Source: an optimization exercise on an open RTL-to-GDS flow (aim: a short achievable clock period and few clock cycles). Production flows keep margins and buffers that such runs may drop. The RTL was checked by simulation tests, not by an equivalence proof against the original design. The flow treats the clock pin as an ideal source, which a real chip does not have. Power and IR drop assume default switching activity.

==> design.v <==
package hcg_pkg;
   localparam int COORD_BITS      = 16;
   localparam int WINDOW_BITS     = 6;
   localparam int ROW_BITS        = 6;
   localparam int COL_BITS        = 16;
   localparam int SEEN_BITS       = 17;
   localparam int CSR_INDEX_BITS  = 2;
   localparam int CSR_DATA_BITS   = 6;
   localparam int DEFAULT_MAX_WINDOW = 32;
   localparam logic [SEEN_BITS-1:0]   SEEN_MAX      = '1;
   localparam logic [COL_BITS-1:0]    COL_MAX       = '1;
   localparam logic [WINDOW_BITS-1:0] WINDOW_RESET  = 6'd8;
   localparam logic [CSR_INDEX_BITS-1:0] REG_WINDOW_LENGTH = 2'd0;
   localparam logic [CSR_INDEX_BITS-1:0] REG_LAYOUT_MODE   = 2'd1;
   localparam logic LAYOUT_INTERLEAVED = 1'b0;
   localparam logic LAYOUT_STACKED     = 1'b1;
endpackage
module hcg_window_ram #(
   parameter int DEPTH      = 64,
   parameter int COORD_BITS = 16
) (
   input  logic                      clock,
   input  logic                      wr_en,
   input  logic [DEPTH-1:0]          wr_sel,
   input  logic [2*COORD_BITS-1:0]   wr_data,
   input  logic [2*DEPTH-1:0]        rd_sel,
   output logic [8*COORD_BITS-1:0]   cand_data
);
   localparam int GROUPS = DEPTH / 8;
   localparam int PW     = 2 * COORD_BITS;
   logic [DEPTH*PW-1:0]     mem_ff;       
   logic [8*COORD_BITS-1:0] cand_ff;
   logic [COORD_BITS-1:0]   pick [GROUPS];
   always_ff @(posedge clock) begin
      for (int i = 0; i < DEPTH; i++) begin
         if (wr_en && wr_sel[i]) begin
            mem_ff[PW*i +: PW] <= wr_data;
         end
      end
   end
   always_comb begin
      for (int g = 0; g < GROUPS; g++) begin
         pick[g] = '0;
         for (int k = 0; k < 8; k++) begin
            pick[g] = pick[g]
                    | ({COORD_BITS{rd_sel[16*g + k]}}     & mem_ff[PW*(8*g + k) + COORD_BITS +: COORD_BITS])
                    | ({COORD_BITS{rd_sel[16*g + 8 + k]}} & mem_ff[PW*(8*g + k) +: COORD_BITS]);
         end
      end
   end
   always_ff @(posedge clock) begin
      for (int g = 0; g < GROUPS; g++) begin
         cand_ff[g*COORD_BITS +: COORD_BITS] <= pick[g];
      end
   end
   assign cand_data = cand_ff;
endmodule
import hcg_pkg::*;
module hankel_column_generator #(
   parameter int MAX_WINDOW = hcg_pkg::DEFAULT_MAX_WINDOW
) (
   input  logic                                clock,
   input  logic                                reset,
   input  logic                                req_valid,
   output logic                                req_ready,
   input  logic [hcg_pkg::COORD_BITS-1:0]      req_x_coord,
   input  logic [hcg_pkg::COORD_BITS-1:0]      req_y_coord,
   input  logic                                req_starts_track,
   output logic                                rsp_valid,
   input  logic                                rsp_ready,
   output logic [hcg_pkg::COORD_BITS-1:0]      rsp_element,
   output logic [hcg_pkg::ROW_BITS-1:0]        rsp_row_index,
   output logic [hcg_pkg::COL_BITS-1:0]        rsp_column_index,
   output logic                                rsp_column_end,
   input  logic                                csr_write_en,
   input  logic [hcg_pkg::CSR_INDEX_BITS-1:0]  csr_index,
   input  logic [hcg_pkg::CSR_DATA_BITS-1:0]   csr_write_data
);
   localparam int SLOT_BITS = 6;                  
   localparam int PTR_BITS  = SLOT_BITS + 1;      
   localparam int STORE_SLOTS = 1 << SLOT_BITS;
   localparam int DQ_DEPTH  = 8;                  
   localparam int OQ_DEPTH  = 3;                  
   localparam logic [WINDOW_BITS-1:0] MAX_W = WINDOW_BITS'(MAX_WINDOW);
   localparam int D_W    = 0;
   localparam int D_LAY  = D_W + WINDOW_BITS;
   localparam int D_COL  = D_LAY + 1;
   localparam int D_OLD  = D_COL + COL_BITS;
   localparam int D_P    = D_OLD + SLOT_BITS;
   localparam int DW     = D_P + PTR_BITS;
   localparam int EW     = COORD_BITS + ROW_BITS + COL_BITS + 1;
   logic                      ready_ff;
   logic                      s1_v;
   logic [COORD_BITS-1:0]     s1_x, s1_y;
   logic                      s1_st;
   logic                      c1_we;
   logic [CSR_INDEX_BITS-1:0] c1_idx;
   logic [CSR_DATA_BITS-1:0]  c1_data;
   always_ff @(posedge clock) begin
      if (reset) begin
         s1_v  <= 1'b0;
         c1_we <= 1'b0;
      end else begin
         s1_v  <= req_valid & ready_ff;
         c1_we <= csr_write_en;
      end
      s1_x    <= req_x_coord;
      s1_y    <= req_y_coord;
      s1_st   <= req_starts_track;
      c1_idx  <= csr_index;
      c1_data <= csr_write_data;
   end
   logic [WINDOW_BITS-1:0] cfg_w;
   logic                   cfg_lay;
   logic [WINDOW_BITS-1:0] clamp_w;
   always_comb begin
      if (c1_data == '0)        clamp_w = WINDOW_BITS'(1);
      else if (c1_data > MAX_W) clamp_w = MAX_W;
      else                      clamp_w = c1_data;
   end
   always_ff @(posedge clock) begin
      if (reset) begin
         cfg_w   <= WINDOW_RESET;
         cfg_lay <= LAYOUT_INTERLEAVED;
      end else if (c1_we) begin
         if (c1_idx == REG_WINDOW_LENGTH) cfg_w   <= clamp_w;
         if (c1_idx == REG_LAYOUT_MODE)   cfg_lay <= c1_data[0];
      end
   end
   logic [SEEN_BITS-1:0]   seen_ff;
   logic [SEEN_BITS-1:0]   seen_next;
   logic [PTR_BITS-1:0]    wp_ff;
   logic [STORE_SLOTS-1:0] wsel_ff;     
   logic                   s2_v;
   logic [SEEN_BITS-1:0]   s2_seen;
   logic [WINDOW_BITS-1:0] s2_w;
   logic                   s2_lay;
   logic [PTR_BITS-1:0]    s2_p;
   always_comb begin
      if (s1_st)                  seen_next = SEEN_BITS'(1);
      else if (seen_ff == SEEN_MAX) seen_next = seen_ff;
      else                        seen_next = seen_ff + 1'b1;
   end
   always_ff @(posedge clock) begin
      if (reset) begin
         seen_ff <= '0;
         wp_ff   <= '0;
         wsel_ff <= STORE_SLOTS'(1);
         s2_v    <= 1'b0;
      end else begin
         s2_v <= s1_v;
         if (s1_v) begin
            seen_ff <= seen_next;
            wp_ff   <= wp_ff + 1'b1;
            wsel_ff <= {wsel_ff[STORE_SLOTS-2:0], wsel_ff[STORE_SLOTS-1]};
         end
      end
      s2_seen <= seen_next;
      s2_w    <= cfg_w;
      s2_lay  <= cfg_lay;
      s2_p    <= wp_ff;
   end
   logic                   t_v;
   logic                   t_has;
   logic [SEEN_BITS-7:0]   t_hi;
   logic [6:0]             t_lo;
   logic [PTR_BITS-1:0]    t_p;
   logic [SLOT_BITS-1:0]   t_old;
   logic                   t_lay;
   logic [WINDOW_BITS-1:0] t_w;
   always_ff @(posedge clock) begin
      if (reset) begin
         t_v <= 1'b0;
      end else begin
         t_v <= s2_v;
      end
      t_has <= (|s2_seen[SEEN_BITS-1:6]) || (s2_seen[5:0] >= s2_w);
      t_hi  <= s2_seen[SEEN_BITS-1:6];
      t_lo  <= {1'b0, s2_seen[5:0]} - {1'b0, s2_w};
      t_p   <= s2_p;
      t_old <= s2_p[SLOT_BITS-1:0] - SLOT_BITS'(s2_w) + 1'b1;
      t_lay <= s2_lay;
      t_w   <= s2_w;
   end
   logic [SEEN_BITS-7:0]   hi_adj;
   logic                   s3_v;
   logic                   s3_has;
   logic [DW-1:0]          s3_d;
   assign hi_adj = t_hi - (SEEN_BITS-6)'(t_lo[6]);
   always_ff @(posedge clock) begin
      if (reset) begin
         s3_v <= 1'b0;
      end else begin
         s3_v <= t_v;
      end
      s3_has                    <= t_has;
      s3_d[D_P +: PTR_BITS]     <= t_p;
      s3_d[D_OLD +: SLOT_BITS]  <= t_old;
      s3_d[D_COL +: COL_BITS]   <= hi_adj[SEEN_BITS-7] ? COL_MAX : {hi_adj[SEEN_BITS-8:0], t_lo[5:0]};
      s3_d[D_LAY]               <= t_lay;
      s3_d[D_W +: WINDOW_BITS]  <= t_w;
   end
   logic [DQ_DEPTH*DW-1:0] dq;
   logic [DW-1:0]          dq0;
   logic [DQ_DEPTH-1:0]    dq_v;
   logic                   dq_push;
   logic                   dq_pop;
   assign dq_push = s3_v & s3_has;
   assign dq0     = dq[DW-1:0];
   always_ff @(posedge clock) begin
      for (int i = 0; i < DQ_DEPTH; i++) begin
         if (dq_pop) begin
            if (i == DQ_DEPTH - 1 || !dq_v[(i+1) % DQ_DEPTH]) dq[i*DW +: DW] <= s3_d;
            else dq[i*DW +: DW] <= dq[((i+1) % DQ_DEPTH)*DW +: DW];
         end else begin
            if (!dq_v[i]) dq[i*DW +: DW] <= s3_d;
         end
      end
      if (reset) begin
         dq_v  <= '0;
      end else begin
         for (int i = 0; i < DQ_DEPTH; i++) begin
            if (dq_pop) begin
               dq_v[i] <= ((i == DQ_DEPTH - 1) ? 1'b0 : dq_v[(i+1) % DQ_DEPTH])
                          | (dq_push & dq_v[i]);
            end else begin
               dq_v[i] <= dq_v[i] | (dq_push & ((i == 0) ? 1'b1 : dq_v[(i+DQ_DEPTH-1) % DQ_DEPTH]));
            end
         end
      end
   end
   localparam int GROUPS = STORE_SLOTS / 8;
   function automatic logic [7:0] onehot8(input logic [2:0] v);
      onehot8 = 8'd1 << v;
   endfunction
   logic                   cv;
   logic [PTR_BITS-1:0]    c_p;
   logic [SLOT_BITS-1:0]   c_slot;
   logic [SLOT_BITS-1:0]   c_slot2;     
   logic [SLOT_BITS-1:0]   c_oldest;
   logic [7:0]             c_old_oh;    
   logic [ROW_BITS-1:0]    c_row;
   logic [COL_BITS-1:0]    c_col;
   logic                   c_lay;
   logic                   c_end;
   logic                   c_wrap;
   logic [ROW_BITS-1:0]    c_wm2;
   logic [ROW_BITS-1:0]    c_e2;
   logic [16*GROUPS-1:0]   g_sel;       
   logic [GROUPS-1:0]      g_half;      
   logic                   cred_ff;
   logic                   issue;
   logic [7:0]             d_old_oh;
   assign issue    = cv & cred_ff;
   assign dq_pop   = dq_v[0] & (~cv | (issue & c_end));
   assign d_old_oh = onehot8(dq0[D_OLD +: 3]);
   always_ff @(posedge clock) begin
      if (dq_pop) begin
         c_p      <= dq0[D_P +: PTR_BITS];
         c_slot   <= dq0[D_OLD +: SLOT_BITS];
         c_slot2  <= dq0[D_OLD +: SLOT_BITS];
         c_oldest <= dq0[D_OLD +: SLOT_BITS];
         c_old_oh <= d_old_oh;
         c_row    <= '0;
         c_col    <= dq0[D_COL +: COL_BITS];
         c_lay    <= dq0[D_LAY];
         c_end    <= 1'b0;
         c_wrap   <= dq0[D_LAY] & (dq0[D_W +: WINDOW_BITS] == WINDOW_BITS'(1));
         c_wm2    <= ROW_BITS'(dq0[D_W +: WINDOW_BITS]) - ROW_BITS'(2);
         c_e2     <= {dq0[D_W +: ROW_BITS-1], 1'b0} - ROW_BITS'(2);
      end else if (issue) begin
         c_row  <= c_row + 1'b1;
         c_end  <= (c_row == c_e2);
         c_wrap <= c_lay & (c_row == c_wm2);
         if (c_lay == LAYOUT_INTERLEAVED) begin
            if (g_half[0]) c_slot <= c_slot + 1'b1;
            if (g_half[1]) c_slot2 <= c_slot2 + 1'b1;
         end else if (c_wrap) begin
            c_slot  <= c_oldest;
            c_slot2 <= c_oldest;
         end else begin
            c_slot  <= c_slot + 1'b1;
            c_slot2 <= c_slot2 + 1'b1;
         end
      end
      for (int g = 0; g < GROUPS; g++) begin
         if (dq_pop) begin
            g_sel[16*g +: 16] <= {8'b0, d_old_oh};
            g_half[g]         <= 1'b0;
         end else if (issue) begin
            if (c_lay == LAYOUT_INTERLEAVED) begin
               g_half[g] <= ~g_half[g];
               if (g_half[g]) begin
                  g_sel[16*g +: 16] <= {8'b0, g_sel[16*g + 8 +: 7], g_sel[16*g + 15]};
               end else begin
                  g_sel[16*g +: 16] <= {g_sel[16*g +: 8], 8'b0};
               end
            end else if (c_wrap) begin
               g_half[g]         <= 1'b1;
               g_sel[16*g +: 16] <= {c_old_oh, 8'b0};
            end else begin
               g_sel[16*g +: 16] <= {g_sel[16*g + 8 +: 7], g_sel[16*g + 15],
                                     g_sel[16*g +: 7],     g_sel[16*g + 7]};
            end
         end
      end
      if (reset) begin
         cv <= 1'b0;
      end else if (dq_pop) begin
         cv <= 1'b1;
      end else if (issue & c_end) begin
         cv <= 1'b0;
      end
   end
   logic                   b_v;
   logic [GROUPS-1:0]      b_goh;       
   logic [GROUPS-1:0]      b_goh2;      
   logic [ROW_BITS-1:0]    b_row;
   logic [COL_BITS-1:0]    b_col;
   logic                   b_last;
   logic [8*COORD_BITS-1:0] cand;
   logic [COORD_BITS-1:0]  b_el;
   logic [EW-1:0]          b_entry;
   hcg_window_ram #(
      .DEPTH      (STORE_SLOTS),
      .COORD_BITS (COORD_BITS)
   ) u_store (
      .clock     (clock),
      .wr_en     (s1_v),
      .wr_sel    (wsel_ff),
      .wr_data   ({s1_x, s1_y}),
      .rd_sel    (g_sel),
      .cand_data (cand)
   );
   always_ff @(posedge clock) begin
      if (reset) begin
         b_v <= 1'b0;
      end else begin
         b_v <= issue;
      end
      b_goh  <= onehot8(c_slot[SLOT_BITS-1:3]);
      b_goh2 <= onehot8(c_slot2[SLOT_BITS-1:3]);
      b_row  <= c_row;
      b_col  <= c_col;
      b_last <= c_end;
   end
   always_comb begin
      b_el = '0;
      for (int g = 0; g < GROUPS; g++) begin
         b_el = b_el | ({{(COORD_BITS/2){b_goh2[g]}}, {(COORD_BITS/2){b_goh[g]}}}
                        & cand[g*COORD_BITS +: COORD_BITS]);
      end
   end
   assign b_entry = {b_el, b_row, b_col, b_last};
   logic [EW-1:0]          e0;
   logic                   v0;
   logic                   rv_ff;       
   logic [EW-1:0]          f0, f1;
   logic                   f_rd, f_wr;
   logic [1:0]             f_cnt;
   logic                   take;
   logic                   take_r;
   logic                   to_fifo;
   logic [EW-1:0]          f_head;
   logic                   e_sel_f, e_sel_b, e_sel_h;
   logic [2:0]             occ_ff;
   logic [2:0]             occ_up;
   assign take    = v0 & rsp_ready;
   assign take_r  = rv_ff & rsp_ready;
   assign to_fifo = take ? (f_cnt != 2'd0) : v0;
   assign f_head  = f_rd ? f1 : f0;
   assign e_sel_f = take & (f_cnt != 2'd0);
   assign e_sel_b = (take & (f_cnt == 2'd0)) | (~take & ~v0);
   assign e_sel_h = ~take & v0;
   assign occ_up  = occ_ff + 3'(issue);
   always_ff @(posedge clock) begin
      e0 <= ({EW{e_sel_f}} & f_head) | ({EW{e_sel_b}} & b_entry) | ({EW{e_sel_h}} & e0);
      if (b_v && !f_wr) f0 <= b_entry;
      if (b_v &&  f_wr) f1 <= b_entry;
      if (reset) begin
         v0      <= 1'b0;
         rv_ff   <= 1'b0;
         f_rd    <= 1'b0;
         f_wr    <= 1'b0;
         f_cnt   <= '0;
         occ_ff  <= '0;
         cred_ff <= 1'b0;
      end else begin
         if (take)      v0 <= (f_cnt != 2'd0) | b_v;
         else           v0 <= v0 | b_v;
         if (take_r)    rv_ff <= (f_cnt != 2'd0) | b_v;
         else           rv_ff <= rv_ff | b_v;
         if (b_v & to_fifo) f_wr <= ~f_wr;
         if (take && f_cnt != 2'd0) f_rd <= ~f_rd;
         f_cnt <= f_cnt + 2'(b_v & to_fifo) - 2'(take && f_cnt != 2'd0);
         if (take) begin
            occ_ff  <= occ_up - 3'd1;
            cred_ff <= (occ_up - 3'd1 < 3'(OQ_DEPTH));
         end else begin
            occ_ff  <= occ_up;
            cred_ff <= (occ_up < 3'(OQ_DEPTH));
         end
      end
   end
   logic [PTR_BITS-1:0]    wp_next;
   logic [PTR_BITS-1:0]    dist_ff;
   logic [2:0]             infl;
   logic                   acc;
   logic                   room0, room1;
   logic                   lead0, lead1, lead2;
   assign wp_next = wp_ff + PTR_BITS'(s1_v);
   assign acc     = req_valid & ready_ff;
   always_comb begin
      infl  = 3'(s1_v) + 3'(s2_v) + 3'(t_v) + 3'(s3_v);
      room0 = 1'b0;
      room1 = 1'b0;
      for (int k = 0; k <= 4; k++) begin
         if (infl == 3'(k)) begin
            room0 = !dq_v[DQ_DEPTH - 1 - k];
            room1 = !dq_v[DQ_DEPTH - 2 - k];
         end
      end
      lead0 = (dist_ff <= PTR_BITS'(32));
      lead1 = (dist_ff <= PTR_BITS'(31));
      lead2 = (dist_ff <= PTR_BITS'(30));
   end
   always_ff @(posedge clock) begin
      if (cv)           dist_ff <= wp_next - c_p;
      else if (dq_v[0]) dist_ff <= wp_next - dq0[D_P +: PTR_BITS];
      else              dist_ff <= PTR_BITS'(4);
      if (reset) begin
         ready_ff <= 1'b0;
      end else begin
         case ({s1_v, acc})
            2'b00:   ready_ff <= room0 & lead0;
            2'b01:   ready_ff <= room1 & lead1;
            2'b10:   ready_ff <= room0 & lead1;
            default: ready_ff <= room1 & lead2;
         endcase
      end
   end
   assign req_ready        = ready_ff;
   assign rsp_valid        = rv_ff;
   assign {rsp_element, rsp_row_index, rsp_column_index, rsp_column_end} = e0;
endmodule
==> flow/run.sh <==
#!/bin/bash
set -euo pipefail
R=orfs/results/${FLOW_PLATFORM}/hankel_column_generator/base
bash standard.sh synth > standard_synth.log 2>&1
bash standard.sh cts > standard_cts.log 2>&1
ODB_IN=$R/4_cts.odb ODB_OUT=$R/4_cts_cttop.odb \
   openroad -no_init -exit flow/cttop.tcl > cttop.log 2>&1
cp $R/4_cts_cttop.odb $R/4_cts.odb
touch $R/4_cts.sdc
bash standard.sh finish > standard_finish.log 2>&1
test -f out/final.def
==> flow/cttop.tcl <==
read_db $::env(ODB_IN)
set block [ord::get_db_block]
set db [ord::get_db]
set cnet [[$block findBTerm clock] getNet]

proc out_iterm {inst} {
  foreach it [$inst getITerms] { if {[$it isOutputSignal]} { return $it } }
  return ""
}
proc in_iterm {inst} {
  foreach it [$inst getITerms] { if {[$it isInputSignal]} { return $it } }
  return ""
}
proc is_clkcell {inst} {
  return [string match "sky130_fd_sc_hd__clkbuf_*" [[$inst getMaster] getName]]
}

set ok 0
set iterms [$cnet getITerms]
if {[llength $iterms] == 1 && [llength [$cnet getBTerms]] == 1} {
  set root [[lindex $iterms 0] getInst]
  set o [out_iterm $root]
  if {[is_clkcell $root] && $o ne ""} {
    set onet [$o getNet]
    set leaves {}
    set ok 1
    foreach l [$onet getITerms] {
      if {![$l isInputSignal]} { continue }
      if {![is_clkcell [$l getInst]]} { set ok 0 }
      lappend leaves [$l getInst]
    }
    if {[llength [$onet getBTerms]] != 0} { set ok 0 }
  }
}
if {!$ok} {
  puts "quadroot: tree kept"
} elseif {[llength $leaves] <= 4} {
  foreach b $leaves {
    set i [in_iterm $b]
    $i disconnect
    $i connect $cnet
  }
  puts "quadroot: removed [$root getName], the port drives [llength $leaves] buffers"
  [in_iterm $root] disconnect
  $o disconnect
  odb::dbInst_destroy $root
  odb::dbNet_destroy $onet
} else {
  set internal [list $root]
  set dummies {}
  # Split the leaves into 4 groups by position: halves by x, then each by y.
  set pts {}
  foreach b $leaves {
    set bb [$b getBBox]
    lappend pts [list $b [expr {([$bb xMin] + [$bb xMax]) / 2}] [expr {([$bb yMin] + [$bb yMax]) / 2}]]
  }
  set pts [lsort -integer -index 1 $pts]
  set h [expr {[llength $pts] / 2}]
  set groups {}
  foreach half [list [lrange $pts 0 [expr {$h - 1}]] [lrange $pts $h end]] {
    set half [lsort -integer -index 2 $half]
    set q [expr {[llength $half] / 2}]
    lappend groups [lrange $half 0 [expr {$q - 1}]] [lrange $half $q end]
  }
  # Detach the leaves, then delete the upper buffers, their nets and unloaded cells.
  set oldnets {}
  foreach b $leaves {
    set i [in_iterm $b]
    set n [$i getNet]
    if {$n ne $cnet} { lappend oldnets $n }
    $i disconnect
  }
  foreach b $internal {
    set o [out_iterm $b]
    lappend oldnets [$o getNet]
  }
  foreach b [concat $internal $dummies] {
    foreach it [$b getITerms] { if {[$it getNet] ne "NULL" && [$it getNet] ne ""} { if {![$it isSpecial]} { $it disconnect } } }
  }
  foreach b [concat $internal $dummies] { odb::dbInst_destroy $b }
  foreach n [lsort -unique $oldnets] {
    if {$n ne $cnet && [llength [$n getITerms]] == 0 && [llength [$n getBTerms]] == 0} { odb::dbNet_destroy $n }
  }
  set master [$db findMaster sky130_fd_sc_hd__clkbuf_16]
  set k 0
  foreach g $groups {
    set sx 0; set sy 0
    foreach p $g { incr sx [lindex $p 1]; incr sy [lindex $p 2] }
    set cx [expr {$sx / [llength $g]}]
    set cy [expr {$sy / [llength $g]}]
    set inst [odb::dbInst_create $block $master "clkroot_$k"]
    $inst setLocation $cx $cy
    $inst setPlacementStatus PLACED
    set net [odb::dbNet_create $block "clknet_root_$k"]
    $net setSigType CLOCK
    [$inst findITerm A] connect $cnet
    [$inst findITerm X] connect $net
    foreach p $g { [in_iterm [lindex $p 0]] connect $net }
    puts "quadroot: clkroot_$k at $cx $cy drives [llength $g] leaf buffers"
    incr k
  }
  global_connect
  detailed_placement
  check_placement
}

# Drop thin levels: buffers fed by a clock buffer that drive at most 2 clock buffers.
set n 0
foreach inst [$block getInsts] {
  if {![is_clkcell $inst]} { continue }
  set i [in_iterm $inst]; set o [out_iterm $inst]
  if {$i eq "" || $o eq ""} { continue }
  set inet [$i getNet]; set onet [$o getNet]
  if {$inet eq "NULL" || $onet eq "NULL"} { continue }
  # driver of inet must be a clock buffer
  set drv ""
  foreach it [$inet getITerms] { if {[$it isOutputSignal]} { set drv [$it getInst] } }
  if {$drv eq "" || ![is_clkcell $drv]} { continue }
  set loads {}
  set ok 1
  foreach l [$onet getITerms] {
    if {![$l isInputSignal]} { continue }
    if {![is_clkcell [$l getInst]]} { set ok 0 }
    lappend loads $l
  }
  if {!$ok || [llength $loads] > 2 || [llength $loads] == 0} { continue }
  foreach l $loads { $l disconnect; $l connect $inet }
  $i disconnect; $o disconnect
  odb::dbInst_destroy $inst
  odb::dbNet_destroy $onet
  incr n
}
puts "quadroot: collapse removed $n thin buffers"
write_db $::env(ODB_OUT)
==> standard.sh <==
#!/bin/bash
# synth_recipe.tcl (not shown) runs the flow's synth.tcl, then flattens the netlist and writes it again
# the make line also repeats each setting of config.mk as NAME=value (left out here)
make -C /OpenROAD-flow-scripts/flow DESIGN_CONFIG=/design/flow/config.mk WORK_HOME=/design/flow/orfs CLKGATE_MAP_FILE= SYNTH_SCRIPT=/design/flow/synth_recipe.tcl "${@:-finish}"
==> config.mk <==
export PLATFORM = sky130hd
export DESIGN_NAME = hankel_column_generator
export DESIGN_NICKNAME = hankel_column_generator
export VERILOG_FILES = /design/flow/design.v
export SDC_FILE = /design/flow/constraint.sdc
export NUM_CORES = 4
export LEC_CHECK = 0
export ABC_CLOCK_PERIOD_IN_PS = 2000
export CAP_MARGIN = 20
export CORE_MARGIN = 2
export CORE_UTILIZATION = 50
export SETUP_SLACK_MARGIN = 2.4
export SLEW_MARGIN = 20
export TNS_END_PERCENT = 100
==> constraint.sdc <==
create_clock -name core_clock -period 4.5 [get_ports {clock}]
set_input_delay 0.9000 -clock core_clock [delete_from_list [all_inputs] [get_ports {clock}]]
set_output_delay 0.9000 -clock core_clock [all_outputs]
set_load 0.01 [all_outputs]
==> flow_metrics.tcl, run 1 <==
set metrics [dict create \
    hpwl_um 178000 \
    grt_usage_pct 28.0 \
    ys_types 72 \
    ys_top_cells_by_area "edfxtp_1, dfxtp_1, a221oi_1" \
    cts_tree "built" \
    finalClockSkew_ps 85.9 \
    synth_async_sr_flop_share_pct 0 \
    m1WireLength_um 133000 \
    hold_ws_ps 324 \
    max-vdd-ir-drop_uv 337 \
    yosysWarnings 3 \
    fin_tns_setup_ps 0 \
    cts_buffers 325 \
    critPathKind "reg2reg" \
    vias 65920 \
    period_needed_ps 2270 \
    finalHoldViolCount 0 \
    critPathLaunchType "flop" \
    initial_core_util_pct 50.4 \
    layout_commonest_cell "edfxtp_1" \
    status "complete, no violations" \
    final_util_pct 57.6 \
    hold_depth 0 \
    netlist_area_um2 109000 \
    h-tree-depth 5 \
    die_area_um2 223000 \
    yosysTopAreaCellShare_pct 62.8 \
    place_congestion 0.874 \
    routed-wl-met2_um 147000 \
    totalPowerFinal_mw 58.4 \
    cp-end-kind "flop" \
    first_pass_iters 8 \
    relSlewSlack_pct 18.6 \
    max_slew.worst_pin.slew_ps 1220 \
    seq_area_frac_synth_pct 77.6 \
    drv_slew 0 \
    drc_errors 0 \
    ys.flop_type "edfxtp_1" \
    synth_area_leader_cell "edfxtp_1" \
    grt_pass1_wl_um 456000 \
    first_iter_violations 8873 \
    cp.arrival_ps 2770 \
    powerDensity_nw_per_um2 467 \
    leakagePower_nw 41.7 \
    syn_inst 6904 \
    fp.dieH_um 472 \
    worstHoldPathType "reg2reg" \
    fillers 16607 \
    cts_root_buf "clkbuf_16" \
    critPathRequiredTime_ps 5010 \
    syn_to_final_growth_pct 14.3 \
    coreArea_um2 217000 \
    ys_ff_latch 3101 \
    io_buffers 86 \
    cts-hold-fix-buffers 0 \
    final_cell_mix "edfxtp_1, dfxtp_1, nor2_1, a221oi_1, a22o_1" \
    vias_per_cell 6.46 \
    antenna_found_initial 25 \
    post-route-period-util_pct 50.3 \
    clk_pin_slew_ps 60 \
    nets 7188 \
    place_area_um2 114000 \
    maxCapViolCount 0 \
    drt-wirelength-per-cell_um 31.4 \
    grt_pass1_vias 62973 \
    synth-edff-count 2288 \
    cts_buffer_depth 4 \
    wl_met3_um 28800 \
    critPathMaxFanout 5 \
    grt.overflow.total 0 \
    top_layer_used "met5" \
    ant_nets 0 \
    drt-total-wl_um 320000 \
    rsz0062_at_grt "true" \
    finalInstanceArea_um2 125000 \
    cts.sinks 3101 \
    setup_viol 0 \
    io_pins 87 \
    num_rows 171 \
    dieWidth_um 472 \
    fmaxAchievable_mhz 441 \
    syn_nets 7002 \
    clock_latency_ps 660 \
    r2r_cells 8 \
    syn_avg_cell_area_um2 15.9 \
    drive_gt1_share_pct 14.8 \
    grt_max_degree 81 \
]
[repair_timing]
action                     in CTS  in global routing
gates resized for setup       409                 46
setup endpoints to repair    2569                368
gates cloned                    4                  1
buffers inserted               51                 26
pin swaps                      24                 19
[report_power, final]
| group | internal (mW) | switching, mW |
|---|---|---|
| logic | 0.748 | 1.57 |
| registers | 30.9 | 0.433 |
| clock network | 14.2 | 10.6 |
| total | 45.8 | 12.6 |
[stage by stage]
stage | cells | worst slack (ps)
6_report | 10201 | 2230
5_1_grt | 10190 | 2150
4_1_cts | 10175 | 1990
3_5_place_dp | 9547 | 1170
3_3_place_gp | 9547 | 1210
2_1_floorplan | 6904 | 2030
[sequential cells by signal (all words and copies together) (netlist names), 36 cells and up]
name,count
dq,288
e0,39
f0,39
f1,39
g_sel,128
s3_d,36
u_store.cand_ff,128
u_store.mem_ff,2048
wsel_ff,64
[cells in the mapped netlist, types with 4 or more instances]
| cell | n |
|---|---|
| edfxtp_1 | 2288 |
| dfxtp_1 | 813 |
| nor2_1 | 675 |
| a221oi_1 | 545 |
| a22o_1 | 513 |
| clkbuf_1 | 396 |
| o22ai_1 | 219 |
| a21oi_1 | 183 |
| a22oi_1 | 168 |
| nand4_1 | 159 |
| o21ai_0 | 132 |
| mux2_2 | 73 |
| buf_1 | 69 |
| nand2_1 | 67 |
| and2_1 | 66 |
| inv_1 | 53 |
| ha_1 | 47 |
| mux2i_1 | 46 |
| xnor2_1 | 40 |
| a221o_1 | 39 |
| xor2_1 | 38 |
| nand3_1 | 36 |
| buf_2 | 31 |
| nor2b_1 | 21 |
| nor3_1 | 19 |
| nor3b_1 | 17 |
| a31oi_1 | 11 |
| nand2b_1 | 11 |
| a211oi_1 | 10 |
| or3_1 | 10 |
| and3_1 | 9 |
| nor4_1 | 8 |
| and3b_1 | 6 |
| o21a_1 | 6 |
| o21ai_2 | 6 |
| a21o_1 | 5 |
| and4_1 | 5 |
| fa_1 | 5 |
| o211ai_1 | 5 |
| a21boi_0 | 4 |
| or2_2 | 4 |
[cells by family (layout without fill, tap and decap cells)]
group | after synthesis | in the layout | share of synthesized area [%]
flip-flops | 3101 | 3101 | 77.6
AO/OA/AOI/OAI | 1864 | 1864 | 13.1
AND/OR/NAND/NOR | 1127 | 1129 | 4.77
buffers and inverters | 560 | 990 | 1.99
multiplexers | 120 | 120 | 1.19
XOR/XNOR | 80 | 80 | 0.665
adder cells (fa/ha/maj) | 52 | 52 | 0.629
other | 0 | 11 | 0
[cell type report]
| cell class | instances | area, um2 | share of cell area [%] |
|---|---|---|---|
| flip-flops and latches | 3101 | 85100 | 68.0 |
| repair inverters | 2 | 17.5 | 0.0140 |
| plain buffers | 4 | 100 | 0.0800 |
| well taps | 2854 | 3570 | 2.85 |
| multi-input cells | 3245 | 23100 | 18.4 |
| diodes | 11 | 27.5 | 0.0220 |
| repair buffers | 372 | 3370 | 2.69 |
| clock inverters | 149 | 1080 | 0.861 |
| inverters | 56 | 243 | 0.194 |
| clock buffers | 407 | 8500 | 6.79 |
[worst paths after layout]
path               start  slack (ps)  endpoint
setup / recovery    s1_v        2230  ready_ff
hold / removal    t_p[0]         320  s3_d[29]
setup reg to reg    s1_v        2230  ready_ff
hold reg to reg   t_p[0]         320  s3_d[29]
[worst max-delay path: stages, from the launching register on]
cell      delay [ps]
dfxtp_4          400
clkinv_4          60
fa_1             500
inv_2             50
ha_4             290
mux4_2           510
o21ai_2          140
o211ai_1          90
a21oi_1          140
[routing by layer]
metal	vias up	GRT usage, %
met5	-	0
met2	3265	43.5
met3	556	4.63
met4	12	9.36
li1	27944	-
met1	34143	40.4
Testbench counts, summed over its fixed seeds: cycles 55,993.
==> inputs of run 2 (changes only) <==
--- a/design.v
+++ b/design.v
@@ -22,3 +22,2 @@
    input  logic                      clock,
-   input  logic                      wr_en,
    input  logic [DEPTH-1:0]          wr_sel,
@@ -35,3 +34,3 @@
       for (int i = 0; i < DEPTH; i++) begin
-         if (wr_en && wr_sel[i]) begin
+         if (wr_sel[i]) begin
             mem_ff[PW*i +: PW] <= wr_data;
@@ -133,2 +132,4 @@
    logic [STORE_SLOTS-1:0] wsel_ff;     
+   logic [STORE_SLOTS-1:0] we1_ff;      
+   logic                   acc;         
    logic                   s2_v;
@@ -148,2 +149,3 @@
          wsel_ff <= STORE_SLOTS'(1);
+         we1_ff  <= '0;
          s2_v    <= 1'b0;
@@ -151,2 +153,5 @@
          s2_v <= s1_v;
+         if (!acc)      we1_ff <= '0;
+         else if (s1_v) we1_ff <= {wsel_ff[STORE_SLOTS-2:0], wsel_ff[STORE_SLOTS-1]};
+         else           we1_ff <= wsel_ff;
          if (s1_v) begin
@@ -328,4 +333,3 @@
       .clock     (clock),
-      .wr_en     (s1_v),
-      .wr_sel    (wsel_ff),
+      .wr_sel    (we1_ff),
       .wr_data   ({s1_x, s1_y}),
@@ -364,2 +368,3 @@
    logic [EW-1:0]          f_head;
+   logic [1:0]             f_cnt_tk, f_cnt_nt;
    logic                   e_sel_f, e_sel_b, e_sel_h;
@@ -371,2 +376,4 @@
    assign f_head  = f_rd ? f1 : f0;
+   assign f_cnt_tk = (f_cnt != 2'd0) ? f_cnt - 2'd1 + 2'(b_v) : 2'd0;
+   assign f_cnt_nt = f_cnt + 2'(b_v & v0);
    assign e_sel_f = take & (f_cnt != 2'd0);
@@ -394,3 +401,3 @@
          if (take && f_cnt != 2'd0) f_rd <= ~f_rd;
-         f_cnt <= f_cnt + 2'(b_v & to_fifo) - 2'(take && f_cnt != 2'd0);
+         f_cnt <= take ? f_cnt_tk : f_cnt_nt;
          if (take) begin
@@ -404,37 +411,46 @@
    end
-   logic [PTR_BITS-1:0]    wp_next;
    logic [PTR_BITS-1:0]    dist_ff;
+   logic                   s1p_ff;
    logic [2:0]             infl;
-   logic                   acc;
-   logic                   room0, room1;
-   logic                   lead0, lead1, lead2;
-   assign wp_next = wp_ff + PTR_BITS'(s1_v);
-   assign acc     = req_valid & ready_ff;
+   logic                   t_le5, t_le6, t_le7;
+   logic                   room_a_ff, room_b_ff;
+   logic [3:0]             lead_le;     
+   logic                   lead_a, lead_b;
+   assign acc = req_valid & ready_ff;
    always_comb begin
       infl  = 3'(s1_v) + 3'(s2_v) + 3'(t_v) + 3'(s3_v);
-      room0 = 1'b0;
-      room1 = 1'b0;
+      t_le5 = 1'b0;
+      t_le6 = 1'b0;
+      t_le7 = 1'b0;
       for (int k = 0; k <= 4; k++) begin
          if (infl == 3'(k)) begin
-            room0 = !dq_v[DQ_DEPTH - 1 - k];
-            room1 = !dq_v[DQ_DEPTH - 2 - k];
+            t_le5 = !dq_v[DQ_DEPTH - 3 - k];
+            t_le6 = !dq_v[DQ_DEPTH - 2 - k];
+            t_le7 = !dq_v[DQ_DEPTH - 1 - k];
          end
       end
-      lead0 = (dist_ff <= PTR_BITS'(32));
-      lead1 = (dist_ff <= PTR_BITS'(31));
-      lead2 = (dist_ff <= PTR_BITS'(30));
+      for (int j = 0; j < 4; j++) begin
+         lead_le[j] = (dist_ff <= PTR_BITS'(32 - j));
+      end
+      case ({s1p_ff, s1_v})
+         2'b00:          begin lead_a = lead_le[0]; lead_b = lead_le[1]; end
+         2'b01, 2'b10:   begin lead_a = lead_le[1]; lead_b = lead_le[2]; end
+         default:        begin lead_a = lead_le[2]; lead_b = lead_le[3]; end
+      endcase
    end
    always_ff @(posedge clock) begin
-      if (cv)           dist_ff <= wp_next - c_p;
-      else if (dq_v[0]) dist_ff <= wp_next - dq0[D_P +: PTR_BITS];
-      else              dist_ff <= PTR_BITS'(4);
+      if (cv)           dist_ff <= wp_ff - c_p;
+      else if (dq_v[0]) dist_ff <= wp_ff - dq0[D_P +: PTR_BITS];
+      else              dist_ff <= PTR_BITS'(3);
       if (reset) begin
-         ready_ff <= 1'b0;
+         ready_ff  <= 1'b0;
+         s1p_ff    <= 1'b0;
+         room_a_ff <= 1'b0;
+         room_b_ff <= 1'b0;
       end else begin
-         case ({s1_v, acc})
-            2'b00:   ready_ff <= room0 & lead0;
-            2'b01:   ready_ff <= room1 & lead1;
-            2'b10:   ready_ff <= room0 & lead1;
-            default: ready_ff <= room1 & lead2;
-         endcase
+         s1p_ff    <= s1_v;
+         room_a_ff <= acc ? t_le6 : t_le7;
+         room_b_ff <= acc ? t_le5 : t_le6;
+         if (acc) ready_ff <= room_b_ff & lead_b;
+         else     ready_ff <= room_a_ff & lead_a;
       end
==> flow_metrics.tcl, run 2 <==
set metrics [dict create \
    min_from "t_p[6]" \
    yosysWarnings 3 \
    rsz0062_at_grt "true" \
    dieWidth_um 475 \
    critPathRequiredTime_ps 5000 \
    synthTopCellsByCount "edfxtp_1, dfxtp_1, nor2_1" \
    cp.arrival_ps 2760 \
    io_buffers 86 \
    layout_commonest_cell "edfxtp_1" \
    critPathLaunchType "primary input" \
    finalClockSkew_ps 85.9 \
    vias 66307 \
    antenna_found_initial 22 \
    grt_pass1_wl_um 456000 \
    grt_max_degree 83 \
    ant_nets 0 \
    grt.met3_usage_pct 4.77 \
    clk_pin_slew_ps 60 \
    place_area_um2 115000 \
    slowest_stage "clkdlybuf4s50_1" \
    clock_latency_ps 670 \
    setup_viol 0 \
    final_cell_mix "edfxtp_1, dfxtp_1, nor2_1, a221oi_1, a22o_1" \
    synth_async_sr_flop_share_pct 0 \
    yosysTopAreaCellShare_pct 62.0 \
    ys_types 70 \
    netlist_area_um2 111000 \
    first_pass_iters 6 \
    seq_area_frac_synth_pct 77.8 \
    syn_inst 6971 \
    hold_ws_ps 283 \
    relSlewSlack_pct 22.1 \
    vias_per_cell 6.38 \
    top_usage_layer "met2" \
    r2r_cells 10 \
    drv_slew 0 \
    drt-wirelength-per-cell_um 30.9 \
    cts_root_buf "clkbuf_16" \
    grtUsageMet2_pct 43.7 \
    period_needed_ps 2270 \
    rr_startpoint "s1_v" \
    initial_core_util_pct 50.4 \
    cts_tree "built" \
    met1_usage_pct 39.6 \
    hold_depth 0 \
    cts_buffers 331 \
    top_regs "u_store.mem_ff (2048), dq (288)" \
    syn_nets 7069 \
    post-route-period-util_pct 50.3 \
    hpwl_um 178000 \
    fmaxAchievable_mhz 441 \
    r2r_end "room_b_ff" \
    final_util_pct 57.8 \
    critPathTopFamily "buffers and inverters" \
    cp-end-kind "flop" \
    syn_avg_cell_area_um2 15.9 \
    drt-total-wl_um 321000 \
    largest_register_ffs 2048 \
    io_pins 87 \
    worstPathCellList "clkdlybuf4s50_1 > nand2_4 > buf_4 > nor3_1" \
    hold-path-endpoint "s3_d[35]" \
    ys.flop_type "edfxtp_1" \
    drive_gt1_share_pct 14.7 \
    synth_area_leader_cell "edfxtp_1" \
    nets 7262 \
    critPathKind "in2reg" \
    path_buf_inv 2 \
    finalInstanceArea_um2 127000 \
    max_slew.worst_pin.slew_ps 1170 \
    max-vdd-ir-drop_uv 340 \
    h-tree-depth 5 \
    synth.most_common_cell "edfxtp_1" \
    worstHoldPathType "reg2reg" \
    first_iter_violations 8006 \
    grt.overflow.total 0 \
    drc_errors 0 \
    r2r_slack_ps 2280 \
    cts_buffer_depth 4 \
    syn_to_final_growth_pct 14.8 \
    finalHoldViolCount 0 \
    critPathMaxFanout 35 \
    die_area_um2 226000 \
    powerDensity_nw_per_um2 475 \
    crit_path_max_incr_delay_ps 600 \
    coreArea_um2 220000 \
    grt_pass1_vias 63285 \
    ys_ff_latch 3167 \
    status "complete, no violations" \
    place_congestion 0.885 \
    ys_top_cells_by_area "edfxtp_1, dfxtp_1, a221oi_1" \
    synth-edff-count 2288 \
    fp.dieH_um 475 \
    cts.sinks 3167 \
    regMostFlops "u_store.mem_ff" \
    maxCapViolCount 0 \
    num_rows 172 \
    leakagePower_nw 42.4 \
    grt_usage_pct 27.8 \
    fin_tns_setup_ps 0 \
]
-- run 2: cells by family after synthesis --
family / after synthesis / share of synthesized area, %
xor+xnor: 77 / 0.608
buf+inv: 563 / 1.95
fa+ha+maj: 52 / 0.621
compound gates: 1801 / 12.7
flops: 3167 / 77.8
simple gates: 1132 / 4.60
mux: 179 / 1.70
-- run 2: final cells by class --
cell class	instances	area, um2
sequential	3167	86500
multi-input combinational	3243	22900
antenna	7	17.5
timing repair inverter	8	86.3
clock inverter	128	1240
timing repair buffer	371	3310
buffer	4	100
clock buffer	447	9150
fill	16740	92900
inverter	55	270
tap	2958	3700
-- run 2: report_power, final --
group          total [mW]  switching, mW  internal [mW]
Sequential           31.9          0.464           31.4
Combinational        2.09           1.41          0.680
Clock                26.5           10.9           15.7
Total                60.5           12.7           47.8
-- run 2: worst max path at each step --
| stage | start | end | slack (ps) | cells after the start |
|---|---|---|---|---|
| after floorplan | s1_v | room_a_ff | 2210 | 12 |
| after global placement | cv | g_sel[96] | 1410 | 5 |
| after detailed placement | cv | g_sel[96] | 1340 | 5 |
| after CTS | e0[32] | rsp_element[9] | 2030 | 1 |
| after global routing | s1_v | room_b_ff | 2180 | 10 |
| final | req_valid | we1_ff[47] | 2230 | 4 |
-- run 2: through the flow --
stage | power, mW | setup WS, ps | std cells
2_1_floorplan | 33.4 | 2210 | 6971
3_3_place_gp | 34.5 | 1410 | 9719
3_5_place_dp | 34.6 | 1340 | 9721
4_1_cts | 61.5 | 2030 | 10367
5_1_grt | 62.1 | 2180 | 10383
6_report | 60.5 | 2230 | 10388
-- run 2: worst register-to-register path, stage by stage (launching register included) --
cell and delay (ps):
dfxtp_4 380, inv_8 40, fa_1 490, inv_1 40, ha_2 170, ha_4 310, nor2b_1 60, a211o_1 290
o21ai_2 80, o211ai_1 120, a21oi_2 180
-- run 2: metal layers --
metal	vias to the layer above	wire length, um
met3	539	29800
met2	3414	148000
met5	-	19
li1	28187	-
met1	34163	131000
met4	4	11900
-- run 2: repair_timing --
action	in CTS	in global routing
endpoints found under the setup margin	709	369
cloned	8	3
pin swaps	18	9
buffers inserted	46	23
resized for setup	342	54
hold buffers	0	0
Testbench counts of run 2, summed over its fixed seeds: cycles 55,993.
==> inputs of run 3 (changes only) <==
--- a/design.v
+++ b/design.v
@@ -132,3 +132,4 @@
    logic [STORE_SLOTS-1:0] wsel_ff;     
-   logic [STORE_SLOTS-1:0] we1_ff;      
+   logic [STORE_SLOTS-1:0] we2_ff;      
+   logic [COORD_BITS-1:0]  s2_x, s2_y;
    logic                   acc;         
@@ -149,3 +150,3 @@
          wsel_ff <= STORE_SLOTS'(1);
-         we1_ff  <= '0;
+         we2_ff  <= '0;
          s2_v    <= 1'b0;
@@ -153,5 +154,3 @@
          s2_v <= s1_v;
-         if (!acc)      we1_ff <= '0;
-         else if (s1_v) we1_ff <= {wsel_ff[STORE_SLOTS-2:0], wsel_ff[STORE_SLOTS-1]};
-         else           we1_ff <= wsel_ff;
+         we2_ff <= s1_v ? wsel_ff : '0;
          if (s1_v) begin
@@ -163,2 +162,4 @@
       s2_seen <= seen_next;
+      s2_x    <= s1_x;
+      s2_y    <= s1_y;
       s2_w    <= cfg_w;
@@ -258,3 +259,9 @@
    logic [7:0]             d_old_oh;
+   logic                   m_pop, m_hold, m_il, m_stw, m_stn;
    assign issue    = cv & cred_ff;
+   assign m_pop    = dq_pop;
+   assign m_hold   = ~dq_pop & ~issue;
+   assign m_il     = ~dq_pop & issue & (c_lay == LAYOUT_INTERLEAVED);
+   assign m_stw    = ~dq_pop & issue & (c_lay != LAYOUT_INTERLEAVED) & c_wrap;
+   assign m_stn    = ~dq_pop & issue & (c_lay != LAYOUT_INTERLEAVED) & ~c_wrap;
    assign dq_pop   = dq_v[0] & (~cv | (issue & c_end));
@@ -291,21 +298,11 @@
       for (int g = 0; g < GROUPS; g++) begin
-         if (dq_pop) begin
-            g_sel[16*g +: 16] <= {8'b0, d_old_oh};
-            g_half[g]         <= 1'b0;
-         end else if (issue) begin
-            if (c_lay == LAYOUT_INTERLEAVED) begin
-               g_half[g] <= ~g_half[g];
-               if (g_half[g]) begin
-                  g_sel[16*g +: 16] <= {8'b0, g_sel[16*g + 8 +: 7], g_sel[16*g + 15]};
-               end else begin
-                  g_sel[16*g +: 16] <= {g_sel[16*g +: 8], 8'b0};
-               end
-            end else if (c_wrap) begin
-               g_half[g]         <= 1'b1;
-               g_sel[16*g +: 16] <= {c_old_oh, 8'b0};
-            end else begin
-               g_sel[16*g +: 16] <= {g_sel[16*g + 8 +: 7], g_sel[16*g + 15],
-                                     g_sel[16*g +: 7],     g_sel[16*g + 7]};
-            end
-         end
+         g_sel[16*g +: 16] <=
+              ({16{m_pop}}  & {8'b0, d_old_oh})
+            | ({16{m_il &  g_half[g]}} & {8'b0, g_sel[16*g + 8 +: 7], g_sel[16*g + 15]})
+            | ({16{m_il & ~g_half[g]}} & {g_sel[16*g +: 8], 8'b0})
+            | ({16{m_stw}}  & {c_old_oh, 8'b0})
+            | ({16{m_stn}}  & {g_sel[16*g + 8 +: 7], g_sel[16*g + 15],
+                               g_sel[16*g +: 7],     g_sel[16*g + 7]})
+            | ({16{m_hold}} & g_sel[16*g +: 16]);
+         g_half[g] <= (m_il & ~g_half[g]) | m_stw | ((m_stn | m_hold) & g_half[g]);
       end
@@ -333,4 +330,4 @@
       .clock     (clock),
-      .wr_sel    (we1_ff),
-      .wr_data   ({s1_x, s1_y}),
+      .wr_sel    (we2_ff),
+      .wr_data   ({s2_x, s2_y}),
       .rd_sel    (g_sel),
@@ -413,3 +410,3 @@
    logic                   s1p_ff;
-   logic [2:0]             infl;
+   logic [2:0]             infl;        
    logic                   t_le5, t_le6, t_le7;
@@ -420,3 +417,2 @@
    always_comb begin
-      infl  = 3'(s1_v) + 3'(s2_v) + 3'(t_v) + 3'(s3_v);
       t_le5 = 1'b0;
@@ -447,2 +443,3 @@
          s1p_ff    <= 1'b0;
+         infl      <= '0;
          room_a_ff <= 1'b0;
@@ -451,2 +448,3 @@
          s1p_ff    <= s1_v;
+         infl      <= 3'(acc) + 3'(s1_v) + 3'(s2_v) + 3'(t_v);
          room_a_ff <= acc ? t_le6 : t_le7;
==> flow_metrics.tcl, run 3 <==
set metrics [dict create \
    status "complete, no violations" \
    cts.sinks 3202 \
    final_cell_mix "edfxtp_1, dfxtp_1, nor2_1, a22o_1, a221oi_1" \
    syn_avg_cell_area_um2 15.9 \
    relSlewSlack_pct 21.4 \
    period_needed_ps 2110 \
    crit_start "b_goh[2]" \
    critPathKind "reg2reg" \
    grt_max_degree 91 \
    hpwl_um 177000 \
    synth_area_leader_cell "edfxtp_1" \
    dp.cells 9759 \
    largest_register_ffs 2048 \
    layout.cells.non_filler 10390 \
    totalPowerFinal_mw 60.7 \
    drt-wirelength-per-cell_um 30.4 \
    setup_viol 0 \
    drt-total-wl_um 316000 \
    post-route-period-util_pct 46.9 \
    cts-hold-fix-buffers 0 \
    io_buffers 86 \
    ys.flop_type "edfxtp_1" \
    fmaxAchievable_mhz 474 \
    antenna_found_initial 25 \
    place_ws_ps 1290 \
    synth-edff-count 2224 \
    num_rows 173 \
    clk_pin_slew_ps 60 \
    worstHoldPathType "reg2reg" \
    cts_root_buf "clkbuf_16" \
    drc_errors 0 \
    max_slew.worst_pin.slew_ps 1180 \
    fin_tns_setup_ps 0 \
    place_congestion 0.884 \
    finalInstanceArea_um2 127000 \
    grt.overflow.total 0 \
    fp.dieH_um 476 \
    syn_inst 6997 \
    dieWidth_um 476 \
    h-tree-depth 5 \
    cts_buffer_depth 4 \
    cp-end-kind "flop" \
    layout_commonest_cell "edfxtp_1" \
    ys_ff_latch 3202 \
    maxCapViolCount 0 \
    vias_per_cell 6.35 \
    vias 65939 \
    first_pass_iters 12 \
    clock_latency_ps 640 \
    initial_core_util_pct 50.2 \
    final_util_pct 57.3 \
    synth.most_common_cell "edfxtp_1" \
    max-vdd-ir-drop_uv 275 \
    regMostFlops "u_store.mem_ff" \
    rr_startpoint "b_goh[2]" \
    yosysWarnings 3 \
    top_regs "u_store.mem_ff (2048), dq (288)" \
    yosysTopAreaCellShare_pct 60.0 \
    grt_pass1_wl_um 451000 \
    die_area_um2 226000 \
    leakagePower_nw 43.0 \
    cp.arrival_ps 2610 \
    grt_pass1_vias 63163 \
    netlist_area_um2 111000 \
    ys_types 72 \
    syn_to_final_growth_pct 14.1 \
    slowest_stage "a22oi_1" \
    critPathMaxFanout 8 \
    finalHoldViolCount 0 \
    powerDensity_nw_per_um2 478 \
    hold_ws_ps 312 \
    seq_area_frac_synth_pct 77.6 \
    finalClockSkew_ps 45.2 \
    cts_buffers 336 \
    syn_nets 7095 \
    io_pins 87 \
    ant_nets 0 \
    grt_usage_pct 27.3 \
    critPathLaunchType "flop" \
    critPathRequiredTime_ps 5000 \
    drv_slew 0 \
    first_iter_violations 8836 \
    ys_top_cells_by_area "edfxtp_1, dfxtp_1, a22o_1" \
    rsz0062_at_grt "true" \
    min_from "t_p[6]" \
    fin_ws_ps 2390 \
    drive_gt1_share_pct 13.8 \
    cts_tree "built" \
    worstPathCellList "a22oi_1 > nand4_1 > buf_4 > a221o_1" \
    place_area_um2 116000 \
    nets 7247 \
    coreArea_um2 222000 \
    synth_async_sr_flop_share_pct 0 \
    crit_path_max_incr_delay_ps 700 \
    synthTopCellsByCount "edfxtp_1, dfxtp_1, nor2_1" \
]
[run 3: cell families after synthesis]
logic type,share of synthesized area [%]
compound gates,12.1
xor+xnor,0.575
fa+ha+maj,0.619
buf+inv,2.00
flops,77.6
mux,1.77
simple gates,5.26
[run 3: power breakdown]
| group | switching, mW | internal (mW) |
|---|---|---|
| clock network | 10.9 | 15.4 |
| logic | 1.18 | 0.600 |
| registers | 0.658 | 31.9 |
[run 3: layer usage]
layer  up-vias  track usage, %  wire length [um]
met5         -               0                47
met4         8            8.92             10800
met3       550            4.59             31400
met2      3525            42.0            143000
met1     33682            39.6            130000
li1      28174               -                 -
[run 3: cell type report]
cell class	instances	area, um2
fillers	17121	94700
flip-flops and latches	3202	86600
multi-input cells	3240	23100
clock buffers	452	9200
well taps	2975	3720
repair buffers	330	2940
clock inverters	127	1140
inverters	52	208
plain buffers	4	100
diodes	8	20.0
[run 3: repair_timing]
action / 4_1_cts / 5_1_grt
setup endpoints to repair: 713 / 426
cloned: 2 / 3
pin swaps: 16 / 6
resized for setup: 351 / 28
buffers inserted: 25 / 9
[run 3: worst paths after layout]
| kind | end | slack, ps | depth (start not counted) |
|---|---|---|---|
| hold reg to reg | s3_d[35] | 310 | 0 |
| setup / recovery | e0[25] | 2390 | 4 |
| hold / removal | s3_d[35] | 310 | 0 |
| setup reg to reg | e0[25] | 2390 | 4 |
[run 3: worst max-delay path: cells and delay by family (launching register included)]
kind | cells | cell delay, ps
buffers and inverters | 1 | 200
DFF | 1 | 580
AOI/OAI and AO/OA | 2 | 1010
and+or+nand+nor | 1 | 160
Testbench counts of run 3, summed over its fixed seeds: cycles 55,993.
==> inputs of run 4 (changes only) <==
--- a/design.v
+++ b/design.v
@@ -171,2 +171,3 @@
    logic [SEEN_BITS-7:0]   t_hi;
+   logic [SEEN_BITS-7:0]   t_hi1;       
    logic [6:0]             t_lo;
@@ -184,2 +185,3 @@
       t_hi  <= s2_seen[SEEN_BITS-1:6];
+      t_hi1 <= s2_seen[SEEN_BITS-1:6] - 1'b1;
       t_lo  <= {1'b0, s2_seen[5:0]} - {1'b0, s2_w};
@@ -194,3 +196,3 @@
    logic [DW-1:0]          s3_d;
-   assign hi_adj = t_hi - (SEEN_BITS-6)'(t_lo[6]);
+   assign hi_adj = t_lo[6] ? t_hi1 : t_hi;
    always_ff @(posedge clock) begin
@@ -360,2 +362,3 @@
    logic                   f_rd, f_wr;
+   logic                   f_rd2;       
    logic [1:0]             f_cnt;
@@ -372,3 +375,4 @@
    assign to_fifo = take ? (f_cnt != 2'd0) : v0;
-   assign f_head  = f_rd ? f1 : f0;
+   assign f_head  = {f_rd2 ? f1[EW-1:EW/2] : f0[EW-1:EW/2],
+                     f_rd  ? f1[EW/2-1:0]  : f0[EW/2-1:0]};
    assign f_cnt_tk = (f_cnt != 2'd0) ? f_cnt - 2'd1 + 2'(b_v) : 2'd0;
@@ -387,2 +391,3 @@
          f_rd    <= 1'b0;
+         f_rd2   <= 1'b0;
          f_wr    <= 1'b0;
@@ -398,2 +403,3 @@
          if (take && f_cnt != 2'd0) f_rd <= ~f_rd;
+         if (take && f_cnt != 2'd0) f_rd2 <= ~f_rd2;
          f_cnt <= take ? f_cnt_tk : f_cnt_nt;
==> flow_metrics.tcl, run 4 <==
set metrics [dict create \
    critPathLaunchType "flop" \
    dieWidth_um 477 \
    clk_pin_slew_ps 60 \
    num_rows 173 \
    post-route-period-util_pct 49.9 \
    initial_core_util_pct 50.3 \
    layout.cells.non_filler 10374 \
    die_area_um2 227000 \
    cp.arrival_ps 2730 \
    fillers 17097 \
    syn_avg_cell_area_um2 15.9 \
    fin_tns_setup_ps 0 \
    path_buf_inv 0 \
    syn_nets 7133 \
    cts_root_buf "clkbuf_16" \
    critPathTopFamily "compound AO/OA/AOI/OAI gates" \
    max_slew.worst_pin.slew_ps 1260 \
    place_congestion 0.935 \
    netlist_area_um2 112000 \
    leakagePower_nw 43.1 \
    synthTopCellsByCount "edfxtp_1, dfxtp_1, nor2_1" \
    totalPowerFinal_mw 60.7 \
    ys_ff_latch 3214 \
    finalClockSkew_ps 77.1 \
    hpwl_um 177000 \
    max-vdd-ir-drop_uv 343 \
    cp-end-kind "flop" \
    syn_to_final_growth_pct 13.6 \
    drt-total-wl_um 318000 \
    powerDensity_nw_per_um2 478 \
    yosysTopAreaCellShare_pct 59.7 \
    vias 65928 \
    ys.flop_type "edfxtp_1" \
    yosysWarnings 3 \
    drt-wirelength-per-cell_um 30.7 \
    io_pins 87 \
    final_cell_mix "edfxtp_1, dfxtp_1, nor2_1, a22o_1, a221oi_1" \
    drive_gt1_share_pct 13.8 \
    setup_viol 0 \
    relSlewSlack_pct 15.7 \
    crit_path_max_incr_delay_ps 560 \
    cts_buffer_depth 4 \
    synth_area_leader_cell "edfxtp_1" \
    worstHoldPathType "reg2reg" \
    fp.dieH_um 477 \
    cts-hold-fix-buffers 0 \
    grt_pass1_vias 63645 \
    slowest_stage "a22oi_1" \
    cts_buffers 334 \
    cts_tree "built" \
    ys_types 79 \
    drc_errors 0 \
    drv_slew 0 \
    antenna_found_initial 18 \
    synth_async_sr_flop_share_pct 0 \
    clock_latency_ps 650 \
    critPathMaxFanout 8 \
    h-tree-depth 5 \
    seq_area_frac_synth_pct 77.5 \
    syn_inst 7036 \
    fin_ws_ps 2250 \
    top_regs "u_store.mem_ff (2048), dq (288)" \
    critPathRequiredTime_ps 4980 \
    period_needed_ps 2250 \
    finalHoldViolCount 0 \
    regMostFlops "u_store.mem_ff" \
    layout_commonest_cell "edfxtp_1" \
    synth-edff-count 2224 \
    vias_per_cell 6.36 \
    place_area_um2 116000 \
    ys_top_cells_by_area "edfxtp_1, dfxtp_1, a22o_1" \
    grt.overflow.total 0 \
    worstPathCellList "a22oi_1 > nand4_1 > a221o_1" \
    grt_max_degree 73 \
    synth.most_common_cell "edfxtp_1" \
    largest_register_ffs 2048 \
    dp.cells 9754 \
    critPathKind "reg2reg" \
    fmaxAchievable_mhz 445 \
    grt_usage_pct 27.2 \
    nets 7227 \
    maxCapViolCount 0 \
    ant_nets 0 \
    place_ws_ps 1420 \
    io_buffers 86 \
    status "complete, no violations" \
    grt_pass1_wl_um 455000 \
    coreArea_um2 222000 \
    rsz0062_at_grt "true" \
    first_pass_iters 14 \
    cts.sinks 3214 \
    first_iter_violations 8583 \
    finalInstanceArea_um2 127000 \
]
run 4: cell types whose count changed in the layout (fill, tap and decap cells not counted), moves of 8 or more:
cell      delta
and2_1      -67
clkbuf_1     +9
a21oi_1     -12
mux2i_1     +10
nand2_1      +9
mux2_1      -21
and3_1      +64
mux2_2      +21
buf_4       -39
a22oi_1      -8
a22oi_2      +8
run 4: cell type report:
type | instances | area (um2) | share of cell area [%]
clock inverters | 124 | 1080 | 0.852
diodes | 12 | 30.0 | 0.0237
multi-input cells | 3246 | 23300 | 18.4
plain buffers | 4 | 100 | 0.0788
clock buffers | 452 | 9070 | 7.14
repair buffers | 291 | 2590 | 2.04
well taps | 2975 | 3720 | 2.93
flip-flops and latches | 3214 | 86800 | 68.4
inverters | 56 | 229 | 0.180
run 4: repair_timing:
action,in CTS,in global routing
cloned,0,3
buffers inserted,12,12
pin swaps,6,12
setup endpoints to repair,578,473
resized for setup,340,49
run 4: cell families after synthesis:
family,count (synthesis),share of synthesized area [%]
flops,3214,77.5
compound gates,1629,12.1
simple gates,1294,5.30
buf+inv,579,2.12
mux,195,1.86
xor+xnor,74,0.580
fa+ha+maj,51,0.604
run 4: path summary, 6_finish.rpt:
| path | from | end | slack, ps | cells after the start |
|---|---|---|---|---|
| worst max register to register | b_goh[1] | e0[25] | 2250 | 3 |
| worst min register to register | s1_x[10] | s2_x[10] | 290 | 0 |
| worst min-delay path | s1_x[10] | s2_x[10] | 290 | 0 |
| worst max-delay path | b_goh[1] | e0[25] | 2250 | 3 |
run 4: per-layer routing:
layer  track usage, %  share of wire [%]
met1             38.5                 41
met5            0.336              0.041
met2             41.9                 45
met4             9.75                4.0
met3             5.40                9.8
run 4: through the flow:
stage	util (%)	hold slack [ps]
2_1_floorplan	-	310
3_3_place_gp	52.1	310
3_5_place_dp	52.1	312
4_1_cts	57.1	307
5_1_grt	57.1	313
6_report	57.1	293
run 4: report_power, final:
part	switching [mW]	leakage (nW)	internal [mW]
Combinational	1.20	9.88	0.656
Clock	10.9	5.04	15.2
Sequential	0.805	28.1	32.0
run 4: worst register-to-register path, cell delays in order, from the launching register on:
cell,delay [ps]
dfxtp_1,550
a22oi_1,570
nand4_1,510
a221o_1,470
Testbench counts of run 4, summed over its fixed seeds: cycles 55,993.

## separate check: timing with driven ports
No port has a modelled driver above. Below, the same layouts with a new extraction and two added sets of constraints. Step 1 sets driving cells, clkbuf_16 on the clock port and buf_2 on the other inputs (assumed; they add their load-dependent delay and slew). Step 2 also shifts input and output timing later by t, the mid clock arrival at the registers, as if the neighbouring blocks saw the same clock. a / b / c = ideal / step 1 / step 2; a / b = the first two.
run	t, ns	setup WS [ns]	worst slew at a driven data input, ns	cell pins on the clock port's net
run 1	0.804	2.235 / 2.184 / 1.751	0.07	4
run 2	0.802	2.235 / 2.198 / 1.571	0.06	4
run 3	0.806	2.390 / 2.299 / 2.006	0.07	4
run 4	0.802	2.253 / 2.176 / 1.881	0.09	4
After both steps every run listed still meets setup and hold. The setup slack of run 2, which loses most, moves by -0.037 ns with the drivers and by -0.664 ns with both steps.
